This is an optimization exercise on Yosys and OpenROAD, whose aim is small area, a short achievable clock period and few clock cycles, not a production implementation. In this exercise RTL edits were held to simulation tests only and were not proved equivalent to the original. Power is estimated from default activity; no workload was simulated.

## ss_pipeline
module ss_pipeline (
	input  logic         clock,
	input  logic         reset,
	output logic [7:0]   imem_addr,
	input  logic [47:0]  imem_data,
	output logic [2:0]   commit_valid,
	output logic [23:0]  commit_pc,
	output logic [2:0]   commit_wr_en,
	output logic [8:0]   commit_rd,
	output logic [47:0]  commit_data,
	output logic [2:0]   commit_stop,
	output logic         halted
);
Settings: LEC_CHECK=0, CAP_MARGIN=20, CORE_MARGIN=2, CORE_UTILIZATION=30, PLACE_DENSITY=0.5, SETUP_SLACK_MARGIN=3, SLEW_MARGIN=20; clock period 6.0 ns.
standard.sh (not shown) runs the stock make flow with config.mk's settings and CLKGATE_MAP_FILE= SYNTH_SCRIPT=/design/flow/synth_recipe.tcl, a recipe that flattens the netlist after the stock synthesis.
==> flow/flow/run.sh <==
#!/bin/bash
# The standard layout (standard synthesis, floorplan, placement, CTS,
# routing), except that the port buffers placed before global placement
# are sky130_fd_sc_hd__buf_2 rather than the flow's default choice (a
# clkdlybuf4s50 delay buffer), which is slow on the input and output
# paths. Make's full output goes to flow_make.log in this folder; ORFS
# keeps each step's log under orfs/logs.
set -euo pipefail
bash standard.sh "BUFFER_PORTS_ARGS=-buffer_cell sky130_fd_sc_hd__buf_2" finish > flow_make.log 2>&1
The first run passed the timing, design-rule and antenna checks.
Testbench counts at the start, summed over its fixed seeds: cycles 7,372.
Next try:
GPL_ROUTABILITY_DRIVEN = 0   (was not set)
PLACE_DENSITY = not set   (was 0.5)
Outcome:
- The new run went through all stages and came out clean
- hold slack is about the same
- routed wire length came out lower by 4.1%
- non-clock buffer count went up by 17
- setup slack loses 54 ps
- power is lower by 1.0%
- clock-buffer cell count climbs by 2
- die area stays the same
Next try:
ABC_AREA = 1   (was not set)
ABC_CLOCK_PERIOD_IN_PS = 2500   (was not set)
CORE_UTILIZATION = 40   (was 30)
GPL_ROUTABILITY_DRIVEN = not set   (was 0)
Routed wire length climbs by 16%; synthesized cell count increases by 48%; clock power hardly moves; cell count grows by 24%; worst hold slack is about the same; via count climbs by 24%; setup slack improved by 140 ps; non-clock buffer count drops by 27.
Next try:
ABC_AREA = not set   (was 1)
ABC_CLOCK_PERIOD_IN_PS = not set   (was 2500)
CORE_UTILIZATION = 30   (was 40)
SETUP_SLACK_MARGIN = 2.9   (was 3)
=>
- The changed run passed the timing, design-rule and antenna checks
- core utilization came out lower by 9.3 points
- total power came out lower by 7.4%
- global-route usage came out lower by 7.7 points
- hold slack barely changes
- wire length came out lower by 14%
- sequential share of layout area came out higher by 0.56 points
- area after synthesis came out lower by 6.8%
- clock-buffer cell count came out lower by 5
Next try:
GPL_TIMING_DRIVEN = 0   (was not set)
SETUP_SLACK_MARGIN = 3   (was 2.9)
Outcome: The changed run completed with no timing, DRC or antenna violations. Wire length increases by about 13%. Combinational power increases by about 12%. Via count increases by about 5%.

========
Setup of job 7993:
ss_pipeline, a different RTL version from the one above (not shown whole).
For scale: roughly 1200 cells after synthesis, about 220 flip-flops, ~150 I/O pins.
Design ss_pipeline, start of the top module:
module ss_pipeline (
	input  logic         clock,
	input  logic         reset,
	output logic [7:0]   imem_addr,
	input  logic [47:0]  imem_data,
	output logic [2:0]   commit_valid,
	output logic [23:0]  commit_pc,
	output logic [2:0]   commit_wr_en,
	output logic [8:0]   commit_rd,
	output logic [47:0]  commit_data,
	output logic [2:0]   commit_stop,
	output logic         halted
);
==> flow/config.mk <==
export PLATFORM = sky130hd
export DESIGN_NAME = ss_pipeline
export DESIGN_NICKNAME = ss_pipeline
export VERILOG_FILES = /design/flow/design.v
export SDC_FILE = /design/flow/constraint.sdc
export NUM_CORES = 4
export LEC_CHECK = 0
export CAP_MARGIN = 20
export CORE_MARGIN = 2
export CORE_UTILIZATION = 40
export SETUP_SLACK_MARGIN = 3
export SLEW_MARGIN = 20
==> flow/constraint.sdc <==
create_clock -name core_clock -period 6.0 [get_ports {clock}]
set_input_delay 1.2000 -clock core_clock [delete_from_list [all_inputs] [get_ports {clock}]]
set_output_delay 1.2000 -clock core_clock [all_outputs]
set_load 0.01 [all_outputs]
==> flow/flow/run.sh <==
#!/bin/bash
# The standard layout (standard synthesis, floorplan, placement, CTS,
# routing), except that the port buffers placed before global placement
# are sky130_fd_sc_hd__buf_4 rather than the flow's default choice (a
# clkdlybuf4s50 delay buffer), which is slow on the input and output
# paths. Make's full output goes to flow_make.log in this folder; ORFS
# keeps each step's log under orfs/logs.
set -euo pipefail
bash standard.sh "BUFFER_PORTS_ARGS=-buffer_cell sky130_fd_sc_hd__buf_4" finish > flow_make.log 2>&1
Testbench counts of job 7993, summed over its fixed seeds: cycles 7,372.
Changes in job 7576 relative to job 7993:
==> flow/run.sh (new file) <==
#!/bin/bash
# synth_recipe.tcl (not shown) runs the flow's synth.tcl, then flattens the netlist and writes it again
# the make line also repeats each setting of config.mk as NAME=value (left out here)
make -C /OpenROAD-flow-scripts/flow DESIGN_CONFIG=/design/flow/config.mk WORK_HOME=/design/flow/orfs CLKGATE_MAP_FILE= SYNTH_SCRIPT=/design/flow/synth_recipe.tcl finish
removed: flow/flow/run.sh
removed: flow/standard.sh
==> comparison <==
There was hardly any difference in worst-case hold slack between job 7993 and job 7576.
Maximum number of pins on one net before global-route repair ended up about 17% lower on job 7576 than on job 7993.
Share of power burned in combinational logic ended up 0.6 points lower on job 7576 than on job 7993.
Job 7576 and job 7993 ended up with roughly the same combinational power.
Comparing job 7576 against job 7993, there is no change at all in total number of H-tree levels.
Clock skew ended up 4.3 ps higher on job 7576 than on job 7993.
## Diff of input files: job 146 against job 7576
==> flow/flow/run.sh (new file) <==
#!/bin/bash
# The standard layout (standard synthesis, floorplan, placement, CTS,
# routing), except that the port buffers placed before global placement
# are sky130_fd_sc_hd__buf_2 rather than the flow's default choice (a
# clkdlybuf4s50 delay buffer), which is slow on the input and output
# paths. Make's full output goes to flow_make.log in this folder; ORFS
# keeps each step's log under orfs/logs.
set -euo pipefail
bash standard.sh "BUFFER_PORTS_ARGS=-buffer_cell sky130_fd_sc_hd__buf_2" finish > flow_make.log 2>&1
==> flow/standard.sh (new file) <==
#!/bin/bash
# synth_recipe.tcl (not shown) runs the flow's synth.tcl, then flattens the netlist and writes it again
# the make line also repeats each setting of config.mk as NAME=value (left out here)
make -C /OpenROAD-flow-scripts/flow DESIGN_CONFIG=/design/flow/config.mk WORK_HOME=/design/flow/orfs CLKGATE_MAP_FILE= SYNTH_SCRIPT=/design/flow/synth_recipe.tcl "${@:-finish}"
removed: flow/run.sh
Notes after the runs:
- Relative to job 7576, routed length per placed instance has gone down in job 146.
- | count of vias placed by the detailed router | job 146 vs job 7576 | 1.9% lower |
- Normalized max-slew margin (higher): job 146
- Utilization job 7576 -> job 146: down
- Between job 7576 and job 146, amount of wire on met2 after detailed routing decreased.
- In the tables for job 7576 and job 146, clock skew reads lower with job 7576.
- imem_data[24] as the launch point of the worst path was reported by job 7576, and c_pc[0]$_DFF_P_ by job 146.
- When job 146 is measured against job 7576, its clock network fraction of design power turns out 0.9 points higher.
- On power consumption, job 7576 tracks job 146 almost exactly.
- | sequential cell power | job 7576 vs job 146 | ≈ equal |
- The lower setup slack of job 7576 and job 146 is in job 7576.
- Diff job 7576..job 146 | clock sink total | negligible

## static timing again, ports no longer ideal
The flow's constraints put no driver on any port. The routed layouts listed below were extracted and timed again, unchanged, in two steps. Step 1 sets driving cells, clkbuf_16 on the clock port and buf_2 on the other inputs (assumed; they add their load-dependent delay and slew). Step 2, shift: input delay + t, output delay - t, t = (earliest + latest rising clock arrival at the registers) / 2. This alone moves slack from input paths to output paths. Three values: no drivers, after step 1, after step 2; two values: the first two.
run | t (ns) | setup slack, ns | pins driven straight from the clock port
the first run of note 1 | 0.569 | 3.056 / 3.012 / 2.442 | 1
the second run of note 1 | 0.585 | 3.002 / 2.999 / 2.427 | 1
the third run of note 1 | 0.583 | 3.139 / 3.089 / 2.548 | 1
the fourth run of note 1 | 0.575 | 2.941 / 2.969 / 2.394 | 1
the fifth run of note 1 | 0.594 | 3.045 / 3.047 / 2.473 | 1
job 7993 | 0.567 | 3.082 / 2.987 / 2.420 | 1
job 7576 | 0.562 | 3.001 / 3.015 / 2.452 | 1
job 146 | 0.570 | 3.058 / 3.011 / 2.518 | 1
After both steps every run listed still meets setup and hold. The setup slack of job 7993, which loses most, moves by -0.095 ns with the drivers and by -0.662 ns with both steps.
